Background: an optimization exercise with open tools, aiming at a short achievable clock period and few clock cycles. Do not read the settings as production practice. In this exercise RTL edits were held to simulation tests only and were not proved equivalent to the original. Power is estimated from default activity; no workload was simulated.

### flow/flow/run.sh
#!/bin/bash
# Layout flow: the standard ORFS flow (standard.sh, with its synthesis
# unchanged) with a few extra settings from flow/extra.mk appended to
# the standard flow's config.mk. Each tool's output is in standard_flow.log and in the
# ORFS logs under orfs/logs/.
set -euo pipefail
cat flow/extra.mk >> config.mk
bash standard.sh finish > standard_flow.log 2>&1
### flow/flow/extra.mk
# Added to the standard flow's config.mk by flow/run.sh.
# Timing repair aims for this much setup slack at the 15 ns clock, so that it
# works on the paths that set the achieved period (about 15 - 10.5 ns).
export SETUP_SLACK_MARGIN = 10.5
export TNS_END_PERCENT = 30
# Skip the floorplan-stage repair (it runs on wire-load estimates and does
# not converge with the margin above); ABC's buffers are removed instead.
export REMOVE_ABC_BUFFERS = 1
# Port buffers from the plain buffer family, so that repair can size them.
export BUFFER_PORTS_ARGS = -buffer_cell sky130_fd_sc_hd__buf_4
### flow/standard.sh
#!/bin/bash
# synth_recipe.tcl (not shown) runs the flow's synth.tcl, then flattens the netlist and writes it again
# the make line also repeats each setting of config.mk as NAME=value (left out here)
make -C /OpenROAD-flow-scripts/flow DESIGN_CONFIG=/design/flow/config.mk WORK_HOME=/design/flow/orfs CLKGATE_MAP_FILE= SYNTH_SCRIPT=/design/flow/synth_recipe.tcl "${@:-finish}"
### flow/config.mk
export PLATFORM = sky130hd
export DESIGN_NAME = legv8Top
export DESIGN_NICKNAME = legv8Top
export VERILOG_FILES = /design/flow/design.v
export SDC_FILE = /design/flow/constraint.sdc
export NUM_CORES = 8
export LEC_CHECK = 0
export ABC_CLOCK_PERIOD_IN_PS = 4000
export CAP_MARGIN = 20
export CORE_MARGIN = 2
export CORE_UTILIZATION = 50
export SLEW_MARGIN = 20
# Added to bench's config.mk by flow/run.sh.
# Timing repair aims for this much setup slack at the 15 ns clock, so that it
# works on the paths that set the achieved period (about 15 - 10.5 ns).
export SETUP_SLACK_MARGIN = 10.5
export TNS_END_PERCENT = 30
# Skip the floorplan-stage repair (it runs on wire-load estimates and does
# not converge with the margin above); ABC's buffers are removed instead.
export REMOVE_ABC_BUFFERS = 1
# Port buffers from the plain buffer family, so that repair can size them.
export BUFFER_PORTS_ARGS = -buffer_cell sky130_fd_sc_hd__buf_4
### flow/constraint.sdc
create_clock -name core_clock -period 15.0 [get_ports {clk}]
set_input_delay 3.0000 -clock core_clock [delete_from_list [all_inputs] [get_ports {clk}]]
set_output_delay 3.0000 -clock core_clock [all_outputs]
set_load 0.01 [all_outputs]
### flow/design.v
`timescale 1ns/1ps
package legv8Pkg;
    typedef enum logic [2:0] {
        aluPassB = 3'b000,
        aluAdd   = 3'b010,
        aluSub   = 3'b011
    } aluOp_t;
    typedef enum logic [1:0] {
        brNone  = 2'b00,
        brPcRel = 2'b01,
        brReg   = 2'b10
    } brSel_t;
    typedef enum logic [1:0] {
        srcReg   = 2'b00,
        srcImm12 = 2'b01,
        srcImm9  = 2'b10
    } aluSrc_t;
    typedef enum logic [1:0] {
        wbAlu  = 2'b00,
        wbMem  = 2'b01,
        wbLink = 2'b10
    } wbSel_t;
    typedef struct packed {
        aluOp_t  aluOp;
        aluSrc_t aluSrc;
        wbSel_t  memToReg;
        brSel_t  brTaken;
        logic    reg2Loc;    
        logic    reg2Write;  
        logic    regWrite;
        logic    memWrite;
        logic    memRead;
        logic    uncondBr;   
        logic    flagWrite;
    } ctrlSig_t;
    typedef struct packed {
        logic negative;
        logic zero;
        logic overflow;
        logic carry;
    } aluFlags_t;
    typedef struct packed {
        logic                   cyc;
        logic                   stb;
        logic                   we;
        logic [64-1:0] adr;
        logic [64-1:0] datW;
    } wbReq_t;
    typedef struct packed {
        logic                   ack;
        logic [64-1:0] datR;
    } wbRsp_t;
endpackage
`timescale 1ns/1ps
`timescale 1ns/1ps
`timescale 1ns/1ps
`timescale 1ns/1ps
`timescale 1ns/1ps
module legv8Cpu
(
    input  logic        clk,
    input  logic        rstN,
    output logic [63:0] instrAddr,
    input  logic [31:0] instr,
    output logic        wbCyc,
    output logic        wbStb,
    output logic        wbWe,
    output logic [63:0] wbAdr,
    output logic [63:0] wbDatW,
    input  logic        wbAck,
    input  logic [63:0] wbDatR
);
    localparam int QD = 4;   
    localparam int QW = 2;
    logic [63:0] pcF;
    logic [63:0] x [31];
    logic [30:0] z;          
    logic [30:0] pend;       
    logic        flagN, flagV;
    logic        rdV;
    logic        rADDS, rSUBS, rLD, rST, rBL, rBR, rUseImm, rWr;
    logic        rCbzOpen, rBcondOpen, rBrOpen;
    logic [4:0]  rRn, rRm, rRt, rWrIdx;
    logic [30:0] rSelA, rSelM, rSelT;
    logic [63:0] rImm, rLink, rTgt;
    logic        exV, exWr, exFlag, exMem, exSt, exLdw, exSub;
    logic [4:0]  exRd;
    logic [30:0] exWe;
    logic [63:0] exA, exB, exT;
    logic        busV, busWe, busLdw;
    logic [63:0] busAdr, busDat;
    logic [4:0]  busRd;
    logic        qWe  [QD];
    logic        qLdw [QD];
    logic [63:0] qAdr [QD];
    logic [63:0] qDat [QD];
    logic [4:0]  qRd  [QD];
    logic [QW-1:0] qHead, qTail;
    logic [QW:0]   qCnt;
    assign instrAddr = pcF;
    assign wbCyc  = busV;
    assign wbStb  = busV;
    assign wbWe   = busWe;
    assign wbAdr  = busAdr;
    assign wbDatW = busDat;
    logic [63:0] exBx, exSum;
    logic        exZero, exOvf, exN;
    assign exBx  = exB ^ {64{exSub}};
    assign exSum = exA + exBx + {63'd0, exSub};
    assign exN   = exSum[63];
    assign exOvf = (exA[63] == exBx[63]) && (exSum[63] != exA[63]);
    logic [63:0] exP, exO;
    assign exP    = exA ^ exBx;
    assign exO    = exA | exBx;
    assign exZero = (exP[0] == exSub) && (&(exP[63:1] ~^ exO[62:0]));
    logic exWrV;
    assign exWrV = exV & exWr;
    logic        ackLd;
    logic [30:0] ackOH;
    logic        ackZero;
    assign ackLd   = busV & wbAck & ~busWe & busLdw;
    assign ackZero = (wbDatR == 64'd0);
    always_comb begin
        ackOH = '0;
        if (ackLd && busRd != 5'd31) ackOH[busRd] = 1'b1;
    end
    function automatic logic [63:0] aoRead(input logic [30:0] sel);
        aoRead = '0;
        for (int i = 0; i < 31; i++)
            aoRead = aoRead | ({64{sel[i] & ~z[i]}} & x[i]);
    endfunction
    logic fwdExA, fwdExM, fwdExT, fwdBusA, fwdBusM, fwdBusT;
    assign fwdExA  = exWrV & (exRd == rRn);
    assign fwdExM  = exWrV & (exRd == rRm);
    assign fwdExT  = exWrV & (exRd == rRt);
    assign fwdBusA = ackLd & (busRd == rRn);
    assign fwdBusM = ackLd & (busRd == rRm);
    assign fwdBusT = ackLd & (busRd == rRt);
    logic [63:0] aoA, aoM, rdA, rdM, rdT;
    assign aoA = aoRead(rSelA);
    assign aoM = aoRead(rSelM);
    assign rdA = fwdExA ? exSum : fwdBusA ? wbDatR : aoA;
    assign rdM = fwdExM ? exSum : fwdBusM ? wbDatR : aoM;
    assign rdT = fwdExT ? exSum : fwdBusT ? wbDatR : aoRead(rSelT);
    logic [63:0] rzA, rzB, rzP, rzO;
    logic        rdResZero, rdResKnown;
    assign rzA = rBL ? rLink : aoA;
    assign rzB = rBL ? 64'd0 : ((rUseImm ? rImm : aoM) ^ {64{rSUBS}});
    assign rzP = rzA ^ rzB;
    assign rzO = rzA | rzB;
    assign rdResZero  = (rzP[0] == rSUBS) && (&(rzP[63:1] ~^ rzO[62:0]));
    assign rdResKnown = ~rLD & ~(fwdExA | fwdExM | fwdBusA | fwdBusM);
    logic [31:0] pendNow;
    assign pendNow = {1'b0, pend & ~ackOH};
    logic rUseA, rUseM, rMem, qRoom, rdHaz, rdStall, rdGo;
    assign rUseA = rADDS | rSUBS | rLD | rST | rBR | (rUseImm & ~rLD & ~rST);
    assign rUseM = rADDS | rSUBS;
    assign rMem  = rLD | rST;
    assign qRoom = ({1'b0, qCnt} + {3'd0, exV & exMem}) < QD;
    assign rdHaz = (rUseA & pendNow[rRn]) | (rUseM & pendNow[rRm]) | (rST & pendNow[rRt]) |
                   (rCbzOpen & pend[rRt]) | (rWr & pendNow[rWrIdx]) | (rMem & ~qRoom);
    assign rdStall = rdV & rdHaz;
    assign rdGo    = rdV & ~rdHaz;
    logic exFlagV;
    assign exFlagV = exV & exFlag;
    logic rdZeroT, redirectEarly, redirectLate, redirect;
    logic [63:0] rdTarget;
    assign rdZeroT = (rRt == 5'd31) | (fwdExT ? exZero : z[rRt]);
    assign redirectEarly = rdGo & (rBrOpen | (rCbzOpen & rdZeroT) |
                                   (rBcondOpen & ~exFlagV & (flagN ^ flagV)));
    assign redirectLate  = rdGo & rBcondOpen & exFlagV & (exN ^ exOvf);
    assign redirect      = redirectEarly | redirectLate;
    assign rdTarget      = rBR ? rdA : rTgt;
    logic [10:0] op;
    logic [4:0]  fRn, fRm, fRt;
    logic fB, fBL, fBcond, fCBZ, fBR, fADDI, fADDS, fSUBS, fLD, fST;
    assign op  = instr[31:21];
    assign fRn = instr[9:5];
    assign fRm = instr[20:16];
    assign fRt = instr[4:0];
    always_comb begin
        fB     = (op[10:5] == 6'b000101);
        fBL    = (op[10:5] == 6'b100101);
        fBcond = (op[10:3] == 8'b01010100);
        fCBZ   = (op[10:3] == 8'b10110100);
        fBR    = (op == 11'b11010110000);
        fADDI  = (op == 11'b10010001000);
        fADDS  = (op == 11'b10101011000);
        fSUBS  = (op == 11'b11101011000);
        fLD    = (op == 11'b11111000010);
        fST    = (op == 11'b11111000000);
    end
    function automatic logic [30:0] oneHot(input logic [4:0] idx);
        oneHot = '0;
        if (idx != 5'd31) oneHot[idx] = 1'b1;
    endfunction
    logic rdWrites, rdFlags;
    assign rdWrites = rdV & rWr;
    assign rdFlags  = rdV & (rADDS | rSUBS);
    logic fZeroKnown, fZero, fRdHit;
    assign fRdHit     = rdWrites & (rWrIdx == fRt);
    assign fZeroKnown = (fRt == 5'd31) |
                        (fRdHit ? rdResKnown : ~pend[fRt]);
    always_comb begin
        if (fRt == 5'd31)                  fZero = 1'b1;
        else if (fRdHit)                   fZero = rdResZero;
        else if (exWrV && exRd == fRt)     fZero = exZero;
        else                               fZero = z[fRt];
    end
    logic fBr30;
    assign fBr30 = fBR & (fRn == 5'd30) & ~(rdWrites & (rWrIdx == 5'd30)) &
                   ~(exWrV & (exRd == 5'd30)) & ~pend[30];
    logic [63:0] pcPlus4, tgt26, tgt19;
    assign pcPlus4 = pcF + 64'd4;
    assign tgt26   = pcF + {{36{instr[25]}}, instr[25:0], 2'b00};
    assign tgt19   = pcF + {{43{instr[23]}}, instr[23:5], 2'b00};
    logic fCbzOpen, fBcondOpen, take26, take19;
    assign fCbzOpen   = fCBZ & ~fZeroKnown;
    assign fBcondOpen = fBcond & (rdFlags | exFlagV);
    assign take26     = fB | fBL;
    assign take19     = (fBcond & ~rdFlags & ~exFlagV & (flagN ^ flagV)) | (fCBZ & fZeroKnown & fZero);
    logic [63:0] nextPcA, nextPc;
    always_comb begin
        if (rdStall)            nextPcA = pcF;
        else if (redirectEarly) nextPcA = rdTarget;
        else if (take26)        nextPcA = tgt26;
        else if (take19)        nextPcA = tgt19;
        else if (fBr30)         nextPcA = z[30] ? 64'd0 : x[30];
        else                    nextPcA = pcPlus4;
    end
    assign nextPc = redirectLate ? rTgt : nextPcA;
    always_ff @(posedge clk or negedge rstN) begin
        if (!rstN) pcF <= '0;
        else       pcF <= nextPc;
    end
    always_ff @(posedge clk or negedge rstN) begin
        if (!rstN)         rdV <= 1'b0;
        else if (!rdStall) rdV <= ~redirect;
    end
    logic fWr;
    assign fWr = ((fADDI | fADDS | fSUBS | fLD) & (fRt != 5'd31)) | fBL;
    always_ff @(posedge clk) begin
        if (!rdStall) begin
            rADDS      <= fADDS;
            rSUBS      <= fSUBS;
            rLD        <= fLD;
            rST        <= fST;
            rBL        <= fBL;
            rBR        <= fBR;
            rBrOpen    <= fBR & ~fBr30;
            rUseImm    <= fADDI | fLD | fST;
            rWr        <= fWr;
            rCbzOpen   <= fCbzOpen;
            rBcondOpen <= fBcondOpen;
            rRn        <= fRn;
            rRm        <= fRm;
            rRt        <= fRt;
            rWrIdx     <= fBL ? 5'd30 : fRt;
            rSelA      <= oneHot(fRn);
            rSelM      <= oneHot(fRm);
            rSelT      <= oneHot(fRt);
            rImm       <= fADDI ? {52'd0, instr[21:10]} : {{55{instr[20]}}, instr[20:12]};
            rLink      <= pcPlus4;
            rTgt       <= tgt19;
        end
    end
    always_ff @(posedge clk or negedge rstN) begin
        if (!rstN) exV <= 1'b0;
        else       exV <= rdGo & (rWr | rMem | rADDS | rSUBS);
    end
    always_ff @(posedge clk) begin
        exWr   <= rWr & ~rLD;
        exFlag <= rADDS | rSUBS;
        exMem  <= rMem;
        exSt   <= rST;
        exLdw  <= rLD & rWr;
        exSub  <= rSUBS;
        exRd   <= rWrIdx;
        exWe   <= (rdGo & rWr & ~rLD) ? oneHot(rWrIdx) : 31'd0;
        exA    <= rBL ? rLink : rdA;
        exB    <= rBL ? 64'd0 : (rUseImm ? rImm : rdM);
        exT    <= rdT;
    end
    always_ff @(posedge clk) begin
        for (int i = 0; i < 31; i++) begin
            if (exWe[i])
                x[i] <= exSum;
            else if (ackOH[i])
                x[i] <= wbDatR;
        end
    end
    always_ff @(posedge clk or negedge rstN) begin
        if (!rstN) begin
            z <= '1;
        end else begin
            for (int i = 0; i < 31; i++) begin
                if (exWe[i])
                    z[i] <= exZero;
                else if (ackOH[i])
                    z[i] <= ackZero;
            end
        end
    end
    always_ff @(posedge clk or negedge rstN) begin
        if (!rstN) begin
            flagN <= 1'b0;
            flagV <= 1'b0;
        end else if (exFlagV) begin
            flagN <= exN;
            flagV <= exOvf;
        end
    end
    always_ff @(posedge clk or negedge rstN) begin
        if (!rstN) pend <= '0;
        else       pend <= (pend & ~ackOH) | ((rdGo & rLD & rWr) ? oneHot(rRt) : 31'd0);
    end
    logic push, busFree, qEmpty, bypass, pop;
    assign push    = exV & exMem;
    assign busFree = ~busV | wbAck;
    assign qEmpty  = (qCnt == 0);
    assign pop     = busFree & ~qEmpty;
    assign bypass  = busFree & qEmpty & push;
    always_ff @(posedge clk) begin
        if (push) begin
            qWe[qTail]  <= exSt;
            qLdw[qTail] <= exLdw;
            qAdr[qTail] <= exSum;
            qDat[qTail] <= exT;
            qRd[qTail]  <= exRd;
        end
    end
    always_ff @(posedge clk or negedge rstN) begin
        if (!rstN) begin
            qHead <= '0;
            qTail <= '0;
            qCnt  <= '0;
        end else begin
            if (push && !bypass) qTail <= qTail + 1'b1;
            if (pop) qHead <= qHead + 1'b1;
            qCnt <= qCnt + (QW+1)'(push && !bypass) - (QW+1)'(pop);
        end
    end
    always_ff @(posedge clk or negedge rstN) begin
        if (!rstN) begin
            busV <= 1'b0;
        end else if (busFree) begin
            busV <= ~qEmpty | push;
        end
    end
    always_ff @(posedge clk or negedge rstN) begin
        if (!rstN) begin
            busWe  <= 1'b0;
            busAdr <= '0;
            busDat <= '0;
        end else if (busFree) begin
            if (!qEmpty) begin
                busWe  <= qWe[qHead];
                busAdr <= qAdr[qHead];
                busDat <= qDat[qHead];
            end else begin
                busWe  <= exSt;
                busAdr <= exSum;
                busDat <= exT;
            end
        end
    end
    always_ff @(posedge clk) begin
        if (busFree) begin
            if (!qEmpty) begin
                busLdw <= qLdw[qHead];
                busRd  <= qRd[qHead];
            end else begin
                busLdw <= exLdw;
                busRd  <= exRd;
            end
        end
    end
endmodule
`timescale 1ns/1ps
module legv8Top (
    input  logic                   clk,
    input  logic                   rstN,
    output logic [64-1:0] instrAddr,
    input  logic [31:0]            instr,
    output logic                   wbCyc,
    output logic                   wbStb,
    output logic                   wbWe,
    output logic [64-1:0] wbAdr,
    output logic [64-1:0] wbDatW,
    input  logic                   wbAck,
    input  logic [64-1:0] wbDatR
);
    legv8Cpu legv8Cpu_i (
        .clk       (clk),
        .rstN      (rstN),
        .instrAddr (instrAddr),
        .instr     (instr),
        .wbCyc     (wbCyc),
        .wbStb     (wbStb),
        .wbWe      (wbWe),
        .wbAdr     (wbAdr),
        .wbDatW    (wbDatW),
        .wbAck     (wbAck),
        .wbDatR    (wbDatR)
    );
endmodule
==> results.toml <==
[synthesis]
synth_flop_cell = "edfxtp_1"
syn_area_um2 = 191000
seq_area_frac_synth_pct = 49.8
ys_async_sr_fraction_pct = 8.11
ys_ff_latch = 3293
synth_enable_flop_cells = 2792
syn-instance-count = 16400
yosysWarnings = 2
synthDistinctLibCells = 104
postSynthAreaPerCell_um2 = 11.7

[place]
dp_hpwl_um = 804000
numPortBuffers = 293
placed_area_um2 = 200000
placed_cells = 20600
dpl_worst_slack_ns = 5.15
place_congestion = 1.10

[clocking]
cts_inserted_buffers = 365
cts.sinks = 3293
cts.path.max_buffers = 4
hold_buffers = 0
htreeDepth = 5
cts-root-buf = "clkbuf_16"

[floorplan]
initial_utilization_pct = 50.1
num_io_pins = 294
die_h_um = 623
fp-row-count = 227
die_x_um = 623

[grt]
track_usage_pct = 71.4
grt-ovfl-total = 2
grt_max_degree = 75

[status]
stop_stage = "5_1_grt"
error = "[ERROR GRT-0232] Routing congestion too high. Check the congestion heatmap in the GUI."
status = "did not finish"
==> synth_stat cells, types with 54 or more instances <==
cell type,n,area [um^2]
dfrtp_1,236,5910
xnor2_1,320,2800
nor2b_1,149,932
a22oi_1,1220,9160
a22o_1,756,6620
xor2_1,216,1890
mux2i_1,193,1930
nor2_1,725,2720
or4_1,57,428
nor4_1,79,494
a211oi_1,54,405
nor3_1,148,741
a222oi_1,210,2100
clkbuf_1,1438,5400
nand4_1,413,2580
nand2_1,613,2300
buf_1,320,1200
o21ai_0,355,1780
a221oi_1,784,6870
and3_1,58,363
o21bai_1,55,413
a21oi_1,501,2510
a31oi_1,184,1150
a21o_1,115,863
inv_1,283,1060
edfxtp_1,2792,83800
o21a_1,115,863
nand2b_1,162,1010
mux4_2,173,3900
o211ai_1,106,796
ha_1,339,4240
dfxtp_1,234,4680
mux2_2,1929,21700
or3_1,93,582
nand3_1,413,2070
==> power by group through the flow <==
| stage | Sequential (W) | Combinational, W | Clock (W) |
|---|---|---|---|
| 2_1_floorplan | 0.0140 | 0.0176 | 0 |
| 3_3_place_gp | 0.0142 | 0.0390 | 0 |
| 3_5_place_dp | 0.0142 | 0.0390 | 0 |
| 4_1_cts | 0.0139 | 0.0506 | 0.00953 |
==> timing repair <==
item	CTS
setup endpoints to repair	4869
gates cloned	152
pin swaps	214
gates resized for setup	1546
setup buffers	484
==> layer usage <==
| metal | overflow | track usage [%] |
|---|---|---|
| met4 | 0 | 63.6 |
| met3 | 0 | 61.0 |
| met5 | 0 | 38.6 |
| met2 | 2 | 80.8 |
| met1 | 0 | 76.0 |
==> through the flow <==
step                      util, %  power, W  hold WS [ns]
after CTS                    59.8    0.0741         0.477
after detailed placement     52.5    0.0531         0.465
after global placement       52.4    0.0531         0.457
after floorplan                 -    0.0316         0.355
==> worst max-delay path by stage <==
stage	startpoint	slack (ns)	end
2_1_floorplan	wbAck	3.68	legv8Cpu_i.pcF[43]
3_3_place_gp	wbAck	5.07	legv8Cpu_i.rSelT[7]
3_5_place_dp	wbAck	5.15	legv8Cpu_i.rRt[0]
4_1_cts	legv8Cpu_i.z[4]	8.41	legv8Cpu_i.pcF[49]
==> cell families after synthesis <==
group | count (synthesis) | share of synthesized area, %
DFF | 3293 | 49.8
muxes | 2296 | 14.4
AOI/OAI and AO/OA | 4730 | 18.7
and+or+nand+nor | 3101 | 8.21
xor gates and xnor gates | 538 | 2.47
adders and majority gates | 343 | 2.26
buffers and inverters | 2086 | 4.13
Testbench counts, summed over its fixed seeds: cycles 121,717.
